This is an optimization exercise on Yosys and OpenROAD, whose aim is small area, a short achievable clock period and few clock cycles per item, not a production implementation.
Only simulation tests tie the RTL to the original design; equivalence was not proved.
Power and IR drop assume default switching activity.

==> wip/garnet: inputs <==
==> flow/design.v (excerpt) <==
module fp2_calc_core #(
    parameter int unsigned MODULUS = 65521
) (
    input  logic        clk,
    input  logic        rst_n,
    input  logic [1:0]  input_mode,
    input  logic [19:0] top_cmd,
    input  logic [5:0]  waddr1,
    input  logic [5:0]  waddr2,
    input  logic [15:0] wdata1,
    input  logic [15:0] wdata2,
    input  logic [5:0]  raddr1,
    input  logic [5:0]  raddr2,
    output logic [15:0] outdata1,
    output logic [15:0] outdata2,
    output logic        finished_flag
);
==> flow/config.mk <==
export PLATFORM = sky130hd
export DESIGN_NAME = fp2_calc_core
export DESIGN_NICKNAME = fp2_calc_core
export VERILOG_FILES = /design/flow/design.v
export SDC_FILE = /design/flow/constraint.sdc
export NUM_CORES = 4
export LEC_CHECK = 0
export CAP_MARGIN = 20
export CORE_MARGIN = 2
export CORE_UTILIZATION = 40
export CTS_BUF_LIST = sky130_fd_sc_hd__clkbuf_8
export CTS_CLUSTER_SIZE = 20
export SLEW_MARGIN = 20
==> flow/constraint.sdc <==
create_clock -name core_clock -period 5.0 [get_ports {clk}]
set_input_delay 1.0000 -clock core_clock [delete_from_list [all_inputs] [get_ports {clk}]]
set_output_delay 1.0000 -clock core_clock [all_outputs]
set_load 0.01 [all_outputs]
run.sh (not shown) runs the stock make flow with config.mk's settings and CLKGATE_MAP_FILE= SYNTH_SCRIPT=/design/flow/synth_recipe.tcl, a recipe that flattens the netlist after the stock synthesis.
==> inputs of wip/zinc, as changes to wip/garnet <==
--- a/flow/design.v
+++ b/flow/design.v
@@ -33,15 +33,16 @@
     input  logic [N-1:0] a,
     input  logic [N-1:0] b,
     input  logic         cin,
     output logic [N:0]   s
 );
+    logic [N-1:0] p;
     logic [N-1:0] g [0:L];
     logic [N-1:0] t [0:L];
-    logic [N:0]   c;
-    assign t[0] = a | b;
-    assign g[0] = (a & b) | {{(N-1){1'b0}}, t[0][0] & cin};
+    assign p    = a ^ b;
+    assign t[0] = p;
+    assign g[0] = (a & b) | {{(N-1){1'b0}}, p[0] & cin};
     for (genvar l = 0; l < L; l++) begin : g_lvl
         for (genvar i = 0; i < N; i++) begin : g_bit
             if (i >= (1 << l)) begin : g_op
                 assign g[l+1][i] = g[l][i] | (t[l][i] & g[l][i-(1<<l)]);
                 assign t[l+1][i] = t[l][i] & t[l][i-(1<<l)];
@@ -49,39 +50,38 @@
                 assign g[l+1][i] = g[l][i];
                 assign t[l+1][i] = t[l][i];
             end
         end
     end
-    assign c = {g[L], cin};
-    assign s = {c[N], a ^ b ^ c[N-1:0]};
+    assign s = {g[L][N-1], p ^ {g[L][N-2:0], cin}};
 endmodule
 module fp_add_sub #(
     parameter int unsigned MODULUS = 65521
 ) (
     input  fp2_calc_pkg::word_t x,
-    input  fp2_calc_pkg::word_t yx,
+    input  fp2_calc_pkg::word_t y,
     input  logic                sub,
-    output fp2_calc_pkg::word_t s1,
-    output fp2_calc_pkg::word_t s2,
-    output logic                wrap
+    output fp2_calc_pkg::word_t z
 );
     localparam int W = fp2_calc_pkg::WORD_W;
     localparam logic [W-1:0] K_ADD = W'((1 << W) - MODULUS);
     localparam logic [W-1:0] K_SUB = W'(MODULUS + 1);
+    logic [W-1:0] yx;
     logic [W-1:0] k;
     logic [W-1:0] cs_s;
     logic [W-1:0] cs_c;
-    logic [W:0]   t1;
-    logic [W+1:0] t2;
-    assign k = sub ? K_SUB : K_ADD;
-    ks_adder #(.N(W), .L(4)) u_s1 (.a(x), .b(yx), .cin(sub), .s(t1));
+    logic [W:0]   s1;
+    logic [W+1:0] s2;
+    logic         wrap;
+    assign yx = sub ? ~y : y;
+    assign k  = sub ? K_SUB : K_ADD;
+    ks_adder #(.N(W), .L(4)) u_s1 (.a(x), .b(yx), .cin(sub), .s(s1));
     assign cs_s = x ^ yx ^ k;
     assign cs_c = (x & yx) | (x & k) | (yx & k);
-    ks_adder #(.N(W + 1), .L(5)) u_s2 (.a({1'b0, cs_s}), .b({cs_c, 1'b0}), .cin(1'b0), .s(t2));
-    assign s1 = t1[W-1:0];
-    assign s2 = t2[W-1:0];
-    assign wrap = sub ? ~t1[W] : t2[W];
+    ks_adder #(.N(W + 1), .L(5)) u_s2 (.a({1'b0, cs_s}), .b({cs_c, 1'b0}), .cin(1'b0), .s(s2));
+    assign wrap = sub ? ~s1[W] : s2[W];
+    assign z    = wrap ? s2[W-1:0] : s1[W-1:0];
 endmodule
 `timescale 1ns/1ns
 module operand_ram (
     input  logic                      clk,
     input  logic                      load,
@@ -163,19 +163,15 @@
     input  fp2_calc_pkg::word_t y0,
     input  logic                sub0,
     input  fp2_calc_pkg::word_t x1,
     input  fp2_calc_pkg::word_t y1,
     input  logic                sub1,
-    output fp2_calc_pkg::word_t r0a,
-    output fp2_calc_pkg::word_t r0b,
-    output logic                r0w,
-    output fp2_calc_pkg::word_t r1a,
-    output fp2_calc_pkg::word_t r1b,
-    output logic                r1w
+    output fp2_calc_pkg::word_t r0,
+    output fp2_calc_pkg::word_t r1
 );
-    fp_add_sub #(.MODULUS(MODULUS)) lane0 (.x(x0), .yx(y0), .sub(sub0), .s1(r0a), .s2(r0b), .wrap(r0w));
-    fp_add_sub #(.MODULUS(MODULUS)) lane1 (.x(x1), .yx(y1), .sub(sub1), .s1(r1a), .s2(r1b), .wrap(r1w));
+    fp_add_sub #(.MODULUS(MODULUS)) lane0 (.x(x0), .y(y0), .sub(sub0), .z(r0));
+    fp_add_sub #(.MODULUS(MODULUS)) lane1 (.x(x1), .y(y1), .sub(sub1), .z(r1));
 endmodule
 `timescale 1ns/1ns
 module calc_sequencer (
     input  logic                      clk,
     input  logic                      rst_n,
@@ -236,17 +232,13 @@
     assign result = (mode == fp2_calc_pkg::IN_RESULT);
     assign xa = input_mode[0] ? raddr1 : top_cmd[fp2_calc_pkg::OPA_LSB +: fp2_calc_pkg::ADDR_W];
     assign xb = input_mode[0] ? raddr2 : top_cmd[fp2_calc_pkg::OPB_LSB +: fp2_calc_pkg::ADDR_W];
     assign op = input_mode[0] ? fp2_calc_pkg::ADD
                               : fp2_calc_pkg::alu_op_t'(top_cmd[fp2_calc_pkg::OP_LSB +: fp2_calc_pkg::OP_W]);
-    fp2_calc_pkg::word_t p0a, p0b, p1a, p1b;
-    logic                p0w, p1w;
     fp2_calc_pkg::word_t p0, p1;      
     fp2_calc_pkg::addr_t pret;
     logic                pv0, pv1;    
-    assign p0 = p0w ? p0b : p0a;
-    assign p1 = p1w ? p1b : p1a;
     fp2_calc_pkg::word_t ea_q, oa_q, eb_q, ob_q;
     logic [NS-1:0]       sx0_q, sy0_q, sx1_q, sy1_q;
     logic                sub0_q, sub1_q;
     fp2_calc_pkg::addr_t ret_q;
     logic                calc_q;       
@@ -348,41 +340,32 @@
         pick = ({W{s[S_EA]}} & v_ea) | ({W{s[S_OA]}} & v_oa) |
                ({W{s[S_EB]}} & v_eb) | ({W{s[S_OB]}} & v_ob) |
                ({W{s[S_P0]}} & v_p0) | ({W{s[S_P1]}} & v_p1);
     endfunction
     fp2_calc_pkg::word_t x0, y0, x1, y1;
-    fp2_calc_pkg::word_t r0a, r0b, r1a, r1b;
-    logic                r0w, r1w;
+    fp2_calc_pkg::word_t r0, r1;
     assign x0 = pick(sx0_q, ea_q, oa_q, eb_q, ob_q, p0, p1);
     assign y0 = pick(sy0_q, ea_q, oa_q, eb_q, ob_q, p0, p1);
     assign x1 = pick(sx1_q, ea_q, oa_q, eb_q, ob_q, p0, p1);
     assign y1 = pick(sy1_q, ea_q, oa_q, eb_q, ob_q, p0, p1);
     fp2_alu #(.MODULUS(MODULUS)) u_alu (
         .x0   (x0),
-        .y0   (sub0_q ? ~y0 : y0),
+        .y0   (y0),
         .sub0 (sub0_q),
         .x1   (x1),
-        .y1   (sub1_q ? ~y1 : y1),
+        .y1   (y1),
         .sub1 (sub1_q),
-        .r0a  (r0a),
-        .r0b  (r0b),
-        .r0w  (r0w),
-        .r1a  (r1a),
-        .r1b  (r1b),
-        .r1w  (r1w)
+        .r0   (r0),
+        .r1   (r1)
     );
     logic lk0, lk1;
     assign lk0 = (waddr1 == nret)    || (waddr2 == nret);
     assign lk1 = (waddr1 == nret_p1) || (waddr2 == nret_p1);
     always_ff @(posedge clk) begin
         if (calc_q) begin
-            p0a  <= r0a;
-            p0b  <= r0b;
-            p0w  <= r0w;
-            p1a  <= r1a;
-            p1b  <= r1b;
-            p1w  <= r1w;
+            p0   <= r0;
+            p1   <= r1;
             pret <= ret_q;
         end
     end
     always_ff @(posedge clk) begin
         pv0 <= calc_q ? !(load && lk0) : (pv0 && load && !lk0);
==> flow/flow/run.sh (new file) <==
#!/bin/bash
# Layout flow: the standard flow with two changes after synthesis,
# which is the standard one, unchanged:
#  - the port buffers are sky130_fd_sc_hd__buf_2 cells instead of the
#    flow's default buffer cell (every input and output port still gets
#    its buffer);
#  - clock tree synthesis clusters up to 18 sinks within 110 um per leaf
#    buffer and inserts no dummy loads.
# Each tool's output goes to the logs under orfs/logs; each standard.sh
# call's own output goes to a log file here.
set -euo pipefail
bash standard.sh synth > synth.log 2>&1
bash standard.sh \
  'BUFFER_PORTS_ARGS=-buffer_cell sky130_fd_sc_hd__buf_2' \
  'CTS_ARGS=-sink_clustering_enable -repair_clock_nets -dont_use_dummy_load -sink_clustering_size 18 -sink_clustering_max_diameter 110' \
  finish > layout.log 2>&1
==> flow/standard.sh (new file) <==
#!/bin/bash
# synth_recipe.tcl (not shown) runs the flow's synth.tcl, then flattens the netlist and writes it again
# the make line also repeats each setting of config.mk as NAME=value (left out here)
make -C /OpenROAD-flow-scripts/flow DESIGN_CONFIG=/design/flow/config.mk WORK_HOME=/design/flow/orfs CLKGATE_MAP_FILE= SYNTH_SCRIPT=/design/flow/synth_recipe.tcl "${@:-finish}"
CTS_BUF_LIST = unset   (was sky130_fd_sc_hd__clkbuf_8)
CTS_CLUSTER_SIZE = unset   (was 20)
PLACE_DENSITY = 0.8   (was unset)
SETUP_SLACK_MARGIN = 0.9   (was unset)
removed: flow/run.sh
==> inputs of wip/sierra, as changes to wip/garnet <==
--- a/flow/design.v
+++ b/flow/design.v
@@ -33,15 +33,16 @@
     input  logic [N-1:0] a,
     input  logic [N-1:0] b,
     input  logic         cin,
     output logic [N:0]   s
 );
+    logic [N-1:0] p;
     logic [N-1:0] g [0:L];
     logic [N-1:0] t [0:L];
-    logic [N:0]   c;
-    assign t[0] = a | b;
-    assign g[0] = (a & b) | {{(N-1){1'b0}}, t[0][0] & cin};
+    assign p    = a ^ b;
+    assign t[0] = p;
+    assign g[0] = (a & b) | {{(N-1){1'b0}}, p[0] & cin};
     for (genvar l = 0; l < L; l++) begin : g_lvl
         for (genvar i = 0; i < N; i++) begin : g_bit
             if (i >= (1 << l)) begin : g_op
                 assign g[l+1][i] = g[l][i] | (t[l][i] & g[l][i-(1<<l)]);
                 assign t[l+1][i] = t[l][i] & t[l][i-(1<<l)];
@@ -49,39 +50,38 @@
                 assign g[l+1][i] = g[l][i];
                 assign t[l+1][i] = t[l][i];
             end
         end
     end
-    assign c = {g[L], cin};
-    assign s = {c[N], a ^ b ^ c[N-1:0]};
+    assign s = {g[L][N-1], p ^ {g[L][N-2:0], cin}};
 endmodule
 module fp_add_sub #(
     parameter int unsigned MODULUS = 65521
 ) (
     input  fp2_calc_pkg::word_t x,
-    input  fp2_calc_pkg::word_t yx,
+    input  fp2_calc_pkg::word_t y,
     input  logic                sub,
-    output fp2_calc_pkg::word_t s1,
-    output fp2_calc_pkg::word_t s2,
-    output logic                wrap
+    output fp2_calc_pkg::word_t z
 );
     localparam int W = fp2_calc_pkg::WORD_W;
     localparam logic [W-1:0] K_ADD = W'((1 << W) - MODULUS);
     localparam logic [W-1:0] K_SUB = W'(MODULUS + 1);
+    logic [W-1:0] yx;
     logic [W-1:0] k;
     logic [W-1:0] cs_s;
     logic [W-1:0] cs_c;
-    logic [W:0]   t1;
-    logic [W+1:0] t2;
-    assign k = sub ? K_SUB : K_ADD;
-    ks_adder #(.N(W), .L(4)) u_s1 (.a(x), .b(yx), .cin(sub), .s(t1));
+    logic [W:0]   s1;
+    logic [W+1:0] s2;
+    logic         wrap;
+    assign yx = sub ? ~y : y;
+    assign k  = sub ? K_SUB : K_ADD;
+    ks_adder #(.N(W), .L(4)) u_s1 (.a(x), .b(yx), .cin(sub), .s(s1));
     assign cs_s = x ^ yx ^ k;
     assign cs_c = (x & yx) | (x & k) | (yx & k);
-    ks_adder #(.N(W + 1), .L(5)) u_s2 (.a({1'b0, cs_s}), .b({cs_c, 1'b0}), .cin(1'b0), .s(t2));
-    assign s1 = t1[W-1:0];
-    assign s2 = t2[W-1:0];
-    assign wrap = sub ? ~t1[W] : t2[W];
+    ks_adder #(.N(W + 1), .L(5)) u_s2 (.a({1'b0, cs_s}), .b({cs_c, 1'b0}), .cin(1'b0), .s(s2));
+    assign wrap = sub ? ~s1[W] : s2[W];
+    assign z    = wrap ? s2[W-1:0] : s1[W-1:0];
 endmodule
 `timescale 1ns/1ns
 module operand_ram (
     input  logic                      clk,
     input  logic                      load,
@@ -163,19 +163,15 @@
     input  fp2_calc_pkg::word_t y0,
     input  logic                sub0,
     input  fp2_calc_pkg::word_t x1,
     input  fp2_calc_pkg::word_t y1,
     input  logic                sub1,
-    output fp2_calc_pkg::word_t r0a,
-    output fp2_calc_pkg::word_t r0b,
-    output logic                r0w,
-    output fp2_calc_pkg::word_t r1a,
-    output fp2_calc_pkg::word_t r1b,
-    output logic                r1w
+    output fp2_calc_pkg::word_t r0,
+    output fp2_calc_pkg::word_t r1
 );
-    fp_add_sub #(.MODULUS(MODULUS)) lane0 (.x(x0), .yx(y0), .sub(sub0), .s1(r0a), .s2(r0b), .wrap(r0w));
-    fp_add_sub #(.MODULUS(MODULUS)) lane1 (.x(x1), .yx(y1), .sub(sub1), .s1(r1a), .s2(r1b), .wrap(r1w));
+    fp_add_sub #(.MODULUS(MODULUS)) lane0 (.x(x0), .y(y0), .sub(sub0), .z(r0));
+    fp_add_sub #(.MODULUS(MODULUS)) lane1 (.x(x1), .y(y1), .sub(sub1), .z(r1));
 endmodule
 `timescale 1ns/1ns
 module calc_sequencer (
     input  logic                      clk,
     input  logic                      rst_n,
@@ -236,17 +232,13 @@
     assign result = (mode == fp2_calc_pkg::IN_RESULT);
     assign xa = input_mode[0] ? raddr1 : top_cmd[fp2_calc_pkg::OPA_LSB +: fp2_calc_pkg::ADDR_W];
     assign xb = input_mode[0] ? raddr2 : top_cmd[fp2_calc_pkg::OPB_LSB +: fp2_calc_pkg::ADDR_W];
     assign op = input_mode[0] ? fp2_calc_pkg::ADD
                               : fp2_calc_pkg::alu_op_t'(top_cmd[fp2_calc_pkg::OP_LSB +: fp2_calc_pkg::OP_W]);
-    fp2_calc_pkg::word_t p0a, p0b, p1a, p1b;
-    logic                p0w, p1w;
     fp2_calc_pkg::word_t p0, p1;      
     fp2_calc_pkg::addr_t pret;
     logic                pv0, pv1;    
-    assign p0 = p0w ? p0b : p0a;
-    assign p1 = p1w ? p1b : p1a;
     fp2_calc_pkg::word_t ea_q, oa_q, eb_q, ob_q;
     logic [NS-1:0]       sx0_q, sy0_q, sx1_q, sy1_q;
     logic                sub0_q, sub1_q;
     fp2_calc_pkg::addr_t ret_q;
     logic                calc_q;       
@@ -348,41 +340,32 @@
         pick = ({W{s[S_EA]}} & v_ea) | ({W{s[S_OA]}} & v_oa) |
                ({W{s[S_EB]}} & v_eb) | ({W{s[S_OB]}} & v_ob) |
                ({W{s[S_P0]}} & v_p0) | ({W{s[S_P1]}} & v_p1);
     endfunction
     fp2_calc_pkg::word_t x0, y0, x1, y1;
-    fp2_calc_pkg::word_t r0a, r0b, r1a, r1b;
-    logic                r0w, r1w;
+    fp2_calc_pkg::word_t r0, r1;
     assign x0 = pick(sx0_q, ea_q, oa_q, eb_q, ob_q, p0, p1);
     assign y0 = pick(sy0_q, ea_q, oa_q, eb_q, ob_q, p0, p1);
     assign x1 = pick(sx1_q, ea_q, oa_q, eb_q, ob_q, p0, p1);
     assign y1 = pick(sy1_q, ea_q, oa_q, eb_q, ob_q, p0, p1);
     fp2_alu #(.MODULUS(MODULUS)) u_alu (
         .x0   (x0),
-        .y0   (sub0_q ? ~y0 : y0),
+        .y0   (y0),
         .sub0 (sub0_q),
         .x1   (x1),
-        .y1   (sub1_q ? ~y1 : y1),
+        .y1   (y1),
         .sub1 (sub1_q),
-        .r0a  (r0a),
-        .r0b  (r0b),
-        .r0w  (r0w),
-        .r1a  (r1a),
-        .r1b  (r1b),
-        .r1w  (r1w)
+        .r0   (r0),
+        .r1   (r1)
     );
     logic lk0, lk1;
     assign lk0 = (waddr1 == nret)    || (waddr2 == nret);
     assign lk1 = (waddr1 == nret_p1) || (waddr2 == nret_p1);
     always_ff @(posedge clk) begin
         if (calc_q) begin
-            p0a  <= r0a;
-            p0b  <= r0b;
-            p0w  <= r0w;
-            p1a  <= r1a;
-            p1b  <= r1b;
-            p1w  <= r1w;
+            p0   <= r0;
+            p1   <= r1;
             pret <= ret_q;
         end
     end
     always_ff @(posedge clk) begin
         pv0 <= calc_q ? !(load && lk0) : (pv0 && load && !lk0);
CTS_BUF_LIST = unset   (was sky130_fd_sc_hd__clkbuf_8)
CTS_CLUSTER_SIZE = unset   (was 20)
==> notes.md <==
| quantity | wip/sierra | wip/zinc | wip/garnet |
|---|---|---|---|
| Multi-input combinational area share | 39.6% | 40.9% | 39.1% |
| Most common cell after layout, fill and taps aside | sky130_fd_sc_hd__nand2_1 | sky130_fd_sc_hd__nand2_1 | sky130_fd_sc_hd__nor2_1 |
| Time the final worst path needs with I/O delays and setup | 4770 ps | 4380 ps | 4790 ps |
| CLK BUF | 179 | 77 | 230 |
| Number of cell rows | 148 | 148 | 150 |
| Sequential Power Share | 40.0% | 44.3% | 40.9% |
| Wire length of the first global-routing pass | 523000 microns | 538000 microns | 562000 microns |
| Inverter count | 36 | 36 | 184 |
| Number of post-CTS setup repair buffers | 0 | 40 | 0 |
| Critical path's slowest cell | sky130_fd_sc_hd__dfxtp_1 | sky130_fd_sc_hd__dfxtp_1 | sky130_fd_sc_hd__a2111oi_0 |
| Fraction of power consumed by combinational cells | 28.0% | 33.8% | 30.1% |
| Number of clock sinks | 1158 | 1158 | 1192 |
| Fraction of synthesized cell area taken by the top area cell type | 48.5% | 48.5% | 48.6% |
| Result of the run | timing/DRC/antenna clean | timing/DRC/antenna clean | timing/DRC/antenna clean |
| Multi-Input Combinational | 4924 | 4924 | 4927 |
| Clock group power | 10.2 mW | 6.27 mW | 9.29 mW |
| Number of buffers created by CTS | 137 | 77 | 211 |
Testbench counts of wip/garnet, summed over its fixed seeds: cycles 16,000, commands 8,000.
Testbench counts of wip/zinc, summed over its fixed seeds: cycles 16,000, commands 8,000.
Testbench counts of wip/sierra, summed over its fixed seeds: cycles 16,000, commands 8,000.

what the ideal ports hide:
No port has a modelled driver above. Below, the same layouts with a new extraction and two added sets of constraints.
Step 1, drivers: a clkbuf_16 drives clk and a buf_2 each remaining input, both assumed.
Step 2 also shifts input and output timing later by t, the mid clock arrival at the registers, as if the neighbouring blocks saw the same clock.
Slacks: ideal ports / drivers / drivers and shift; pairs: ideal ports / drivers.
run | t, ns | setup slack, ns | cell pins on the clock port's net
wip/garnet | 1.095 | 0.214 / 0.214 / -0.093 | 1
wip/zinc | 0.805 | 0.617 / 0.617 / 0.044 | 1
wip/sierra | 0.886 | 0.234 / 0.234 / -0.236 | 1
With both steps, setup timing fails in wip/garnet and wip/sierra, where it was met with ideal ports. For wip/zinc, which loses most, drivers alone change the setup slack by 0.000 ns; drivers and shift together by -0.573 ns.
